From an optimization exercise on the open Yosys and OpenROAD flow, aimed at small area; shortcuts taken in it are not production practice. Only simulation tests tie the RTL to the original design; equivalence was not proved. Power is estimated from default activity; no workload was simulated.

==> run R: inputs <==
// ws_systolic_top
module ws_systolic_top (
    input  logic                clk,
    input  logic                rst,
    input  sa_pkg::ctl_t        ctl,
    input  logic [4*16-1:0] left_in,      
    input  logic [4*16-1:0] top_in,       
    output logic [4*16-1:0] bottom_out,
    output logic [4*16-1:0] right_out,
    output logic [4*16-1:0] proxy_out,
    output logic [4-1:0] proxy_valid
);
clock: 7.2 ns
lec_check: 0
cap_margin: 20
core_margin: 2
core_utilization: 60
slew_margin: 20
synth_hierarchical: 1
run.sh (not shown) runs the stock make flow with config.mk's settings and CLKGATE_MAP_FILE= SYNTH_SCRIPT=/design/flow/synth_recipe.tcl, a recipe that flattens the netlist after the stock synthesis.
==> inputs of run F, as changes to run R <==
--- a/flow/config.mk
+++ b/flow/config.mk
@@ -5,8 +5,8 @@
 export SDC_FILE = /design/flow/constraint.sdc
 export NUM_CORES = 4
 export LEC_CHECK = 0
 export CAP_MARGIN = 20
 export CORE_MARGIN = 2
-export CORE_UTILIZATION = 60
+export CORE_UTILIZATION = 40
 export SLEW_MARGIN = 20
 export SYNTH_HIERARCHICAL = 1
==> inputs of run Z, as changes to run R <==
--- a/flow/design.v
+++ b/flow/design.v
@@ -27,11 +27,12 @@
 ) (
     input  logic        clk,
     input  logic        rst,
     input  logic        ld,        
     input  logic        mm,        
-    input  logic        g,         
+    input  logic        en,        
+    input  logic        gn,        
     input  logic        left_ok,   
     input  logic [15:0] top_n,     
     input  logic [15:0] left,
     output logic [15:0] sum_n,     
     output logic [15:0] pass,
@@ -41,18 +42,18 @@
     always_ff @(posedge clk) begin
         if (ld) w_n <= top_n;
     end
     ws_mac u_mac (
         .a  (left),
-        .w  (~w_n & {16{g}}),
+        .w  (~(w_n | {16{gn}})),
         .tn (top_n),
         .yn (y_n)
     );
     always_ff @(posedge clk) begin
         if (rst) begin
             sum_n <= '1;
-        end else if (ld || mm) begin
+        end else if (en) begin
             sum_n <= y_n;
         end
     end
     if (LAST_COL) begin : pass_out
         always_ff @(posedge clk) begin
@@ -618,22 +619,22 @@
 module ws_array (
     input  logic                              clk,
     input  logic                              rst,
     input  logic                              ld,
     input  logic                              mm,
-    input  logic [4-1:0]               g,           
+    input  logic                              en,          
+    input  logic [4-1:0]               gn,          
     input  logic                              pass_ok,     
     input  logic [4*16-1:0]      left_in,     
     input  logic [4*16-1:0]      top_in,      
-    input  logic [4*$clog2(4)-1:0] proxy_idx,
+    input  logic [4*4-1:0]      proxy_sel,   
     output logic [4*16-1:0]      bottom_out,
     output logic [4*16-1:0]      right_out,
     output logic [4*16-1:0]      proxy_out,
     output logic [4*4*16-1:0] w_n      
 );
     localparam int W  = 16;
-    localparam int IW = $clog2(4);
     logic [4*4*W-1:0] ver_n;
     logic [4*4*W-1:0] hor;
     genvar r, c;
     generate
         for (r = 0; r < 4; r = r + 1) begin : row_genblk
@@ -655,11 +656,12 @@
                 ) u_pe (
                     .clk     (clk),
                     .rst     (rst),
                     .ld      (ld),
                     .mm      (mm),
-                    .g       (g[c]),
+                    .en      (en),
+                    .gn      (gn[c]),
                     .left_ok (pass_ok),
                     .top_n   (pe_top_n),
                     .left    (pe_left),
                     .sum_n   (ver_n[(r*4 + c)*W +: W]),
                     .pass    (hor[(r*4 + c)*W +: W]),
@@ -672,17 +674,15 @@
         end
         for (r = 0; r < 4; r = r + 1) begin : right_genblk
             assign right_out[r*W +: W] = hor[(r*4 + 4-1)*W +: W];
         end
         for (c = 0; c < 4; c = c + 1) begin : proxy_genblk
-            logic [IW-1:0] sel;
-            logic [W-1:0]  tap_n;
-            assign sel = proxy_idx[c*IW +: IW];
+            logic [W-1:0] tap_n;
             always_comb begin
-                tap_n = '1;
+                tap_n = '0;
                 for (int k = 0; k < 4; k++) begin
-                    if (sel == IW'(k)) tap_n = ver_n[(k*4 + c)*W +: W];
+                    tap_n = tap_n | ({W{proxy_sel[c*4 + k]}} & ver_n[(k*4 + c)*W +: W]);
                 end
             end
             assign proxy_out[c*W +: W] = ~tap_n;
         end
     endgenerate
@@ -695,13 +695,14 @@
     input  sa_pkg::ctl_t                         ctl,
     input  logic [4*16-1:0]         top_in,
     input  logic [4*4*16-1:0] w_n,      
     output logic                                 ld,
     output logic                                 mm,
-    output logic [4-1:0]                  g,         
+    output logic                                 en,        
+    output logic [4-1:0]                  gn,        
     output logic                                 pass_ok,   
-    output logic [4*$clog2(4)-1:0] proxy_idx,
+    output logic [4*4-1:0]         proxy_sel,   
     output logic [4-1:0]                  proxy_valid
 );
     localparam int W  = 16;
     localparam int IW = $clog2(4);
     sa_pkg::proxy_state_e         state_q;
@@ -730,11 +731,12 @@
             wl_q <= wl_d;
             pv_q <= pv_d;
             v_q  <= {pv_d & {(4-1){wl_d}}, wl_d};
         end
     end
-    assign g = {4{ctl.out_select}} & v_q;
+    assign gn = ~({4{ctl.out_select}} & v_q);
+    assign en = ld || mm;
     assign pass_ok = pv_q[4-2];
     assign tracking = (state_q == sa_pkg::PROXY_TBD) && ld;
     always_ff @(posedge clk) begin
         if (rst) begin
             state_q   <= sa_pkg::PROXY_TBD;
@@ -759,24 +761,21 @@
             endcase
         end
     end
     for (genvar c = 0; c < 4; c++) begin : cmp_genblk
         logic [IW-1:0] cur;      
-        logic [W-1:0]  min_n;    
+        logic [W-1:0]  mn;       
         logic [W:0]    lt;       
         logic [W-1:0]  t;
         assign cur = idx_q[c*IW +: IW] + ~row_cnt_q;
         assign t   = top_in[c*W +: W];
-        always_comb begin
-            min_n = '1;
-            for (int r = 0; r < 4; r++) begin
-                if (cur == IW'(r)) min_n = w_n[(r*4 + c)*W +: W];
-            end
-        end
+        assign mn = ~(({W{cur == IW'(0)}} & w_n[(0*4 + c)*W +: W]) |
+                      ({W{cur == IW'(1)}} & w_n[(1*4 + c)*W +: W]) |
+                      ({W{cur == IW'(2)}} & w_n[(2*4 + c)*W +: W]));
         assign lt[0] = 1'b0;
         for (genvar k = 0; k < W; k++) begin : lt_genblk
-            assign lt[k+1] = (!t[k] && !min_n[k]) || (!t[k] && lt[k]) || (!min_n[k] && lt[k]);
+            assign lt[k+1] = (!t[k] && mn[k]) || (!t[k] && lt[k]) || (mn[k] && lt[k]);
         end
         assign take_min[c] = tracking && (!found_q || lt[W]);
     end
     always_ff @(posedge clk) begin
         if (rst) begin
@@ -787,11 +786,17 @@
                     idx_q[c*IW +: IW] <= row_cnt_q;
                 end
             end
         end
     end
-    assign proxy_idx = idx_q;
+    always_comb begin
+        for (int c = 0; c < 4; c++) begin
+            for (int r = 0; r < 4; r++) begin
+                proxy_sel[c*4 + r] = (idx_q[c*IW +: IW] == IW'(r));
+            end
+        end
+    end
     always_comb begin
         for (int c = 0; c < 4; c++) begin
             proxy_valid[c] = (state_q == sa_pkg::PROXY_SET) && found_q;
         end
     end
@@ -808,37 +813,40 @@
     output logic [4*16-1:0] right_out,
     output logic [4*16-1:0] proxy_out,
     output logic [4-1:0] proxy_valid
 );
     logic                   ld, mm;      
-    logic [4-1:0]    g;
+    logic                   en;
+    logic [4-1:0]    gn;
     logic                   pass_ok;
     logic [4*4*16-1:0] w_n;
-    logic [4*$clog2(4)-1:0] proxy_idx;
+    logic [4*4-1:0] proxy_sel;
     array_control u_ctrl (
         .clk         (clk),
         .rst         (rst),
         .ctl         (ctl),
         .top_in      (top_in),
         .w_n         (w_n),
         .ld          (ld),
         .mm          (mm),
-        .g           (g),
+        .en          (en),
+        .gn          (gn),
         .pass_ok     (pass_ok),
-        .proxy_idx   (proxy_idx),
+        .proxy_sel   (proxy_sel),
         .proxy_valid (proxy_valid)
     );
     ws_array u_array (
         .clk        (clk),
         .rst        (rst),
         .ld         (ld),
         .mm         (mm),
-        .g          (g),
+        .en         (en),
+        .gn         (gn),
         .pass_ok    (pass_ok),
         .left_in    (left_in),
         .top_in     (top_in),
-        .proxy_idx  (proxy_idx),
+        .proxy_sel  (proxy_sel),
         .bottom_out (bottom_out),
         .right_out  (right_out),
         .proxy_out  (proxy_out),
         .w_n        (w_n)
     );
--- a/flow/config.mk
+++ b/flow/config.mk
@@ -5,8 +5,9 @@
 export SDC_FILE = /design/flow/constraint.sdc
 export NUM_CORES = 4
 export LEC_CHECK = 0
 export CAP_MARGIN = 20
 export CORE_MARGIN = 2
-export CORE_UTILIZATION = 60
+export CORE_UTILIZATION = 50
+export GPL_TIMING_DRIVEN = 0
 export SLEW_MARGIN = 20
 export SYNTH_HIERARCHICAL = 1
==> qor summary <==
                                                                       run R                    run F                     run Z
Post-layout total power                                            12,720 uW                12,980 uW                 14,370 uW
Area share of the largest cell type after synthesis                   0.3588                   0.3588                    0.3624
Leak pwr                                                          0.03251 uW               0.03275 uW                0.03079 uW
Setup repair after global routing missed its margin                       no                       no                       yes
Footprint of the multi-input gates                               0.06277 mm2              0.06275 mm2               0.06230 mm2
Power consumed by the clock network                                  5040 uW                  5230 uW                   5350 uW
M3 GR Usage                                                          0.09315                  0.06654                   0.04542
Count of fill cells added during filler insertion                     11,400                   20,800                    15,520
Synth Area in Compound Gates                                         0.03344                  0.03344                   0.06829
GR Util met1                                                          0.5320                   0.3513                    0.4004
Fraction of area in registers                                         0.1981                   0.1950                    0.2049
Slew @ Worst Pin                                                    1.061 ns                 1.002 ns                 0.9274 ns
Global-route wire length before repair                            451,800 um               467,900 um                418,800 um
Highest attainable clock frequency                                0.1430 GHz               0.1441 GHz                0.1383 GHz
Post-route worst hold slack                                        0.4675 ns                0.4660 ns                 0.4685 ns
Run status                                           complete, no violations  complete, no violations  finished with violations
Reasons for failing layout checks                                          -                        -              setup timing
Fin crit share                                                        0.9713                   0.9640                     1.004
Multiplexer fraction of the synthesized cell area                    0.03431                  0.03431                  0.009216

port drivers added, routing unchanged:
No port has a modelled driver above. Below, the same layouts with a new extraction and two added sets of constraints. Step 1, drivers: a clkbuf_16 drives clk and a buf_2 each remaining input, both assumed. Step 2 also shifts input and output timing later by t, the mid clock arrival at the registers, as if the neighbouring blocks saw the same clock. Three values: ideal ports, drivers, drivers and shift; two values: the first two.
run	t (ns)	setup WS [ns]	worst setup path at the end
run R	0.794	0.207 / 0.268 / -0.526	input to register
run F	0.838	0.260 / 0.330 / -0.508	input to register
run Z	0.819	-0.032 / 0.033 / -0.785	input to register
With both steps, setup timing fails in run R and run F, where it was met with ideal ports. The setup slack of run F, which loses most, moves by +0.070 ns with the drivers and by -0.768 ns with both steps.
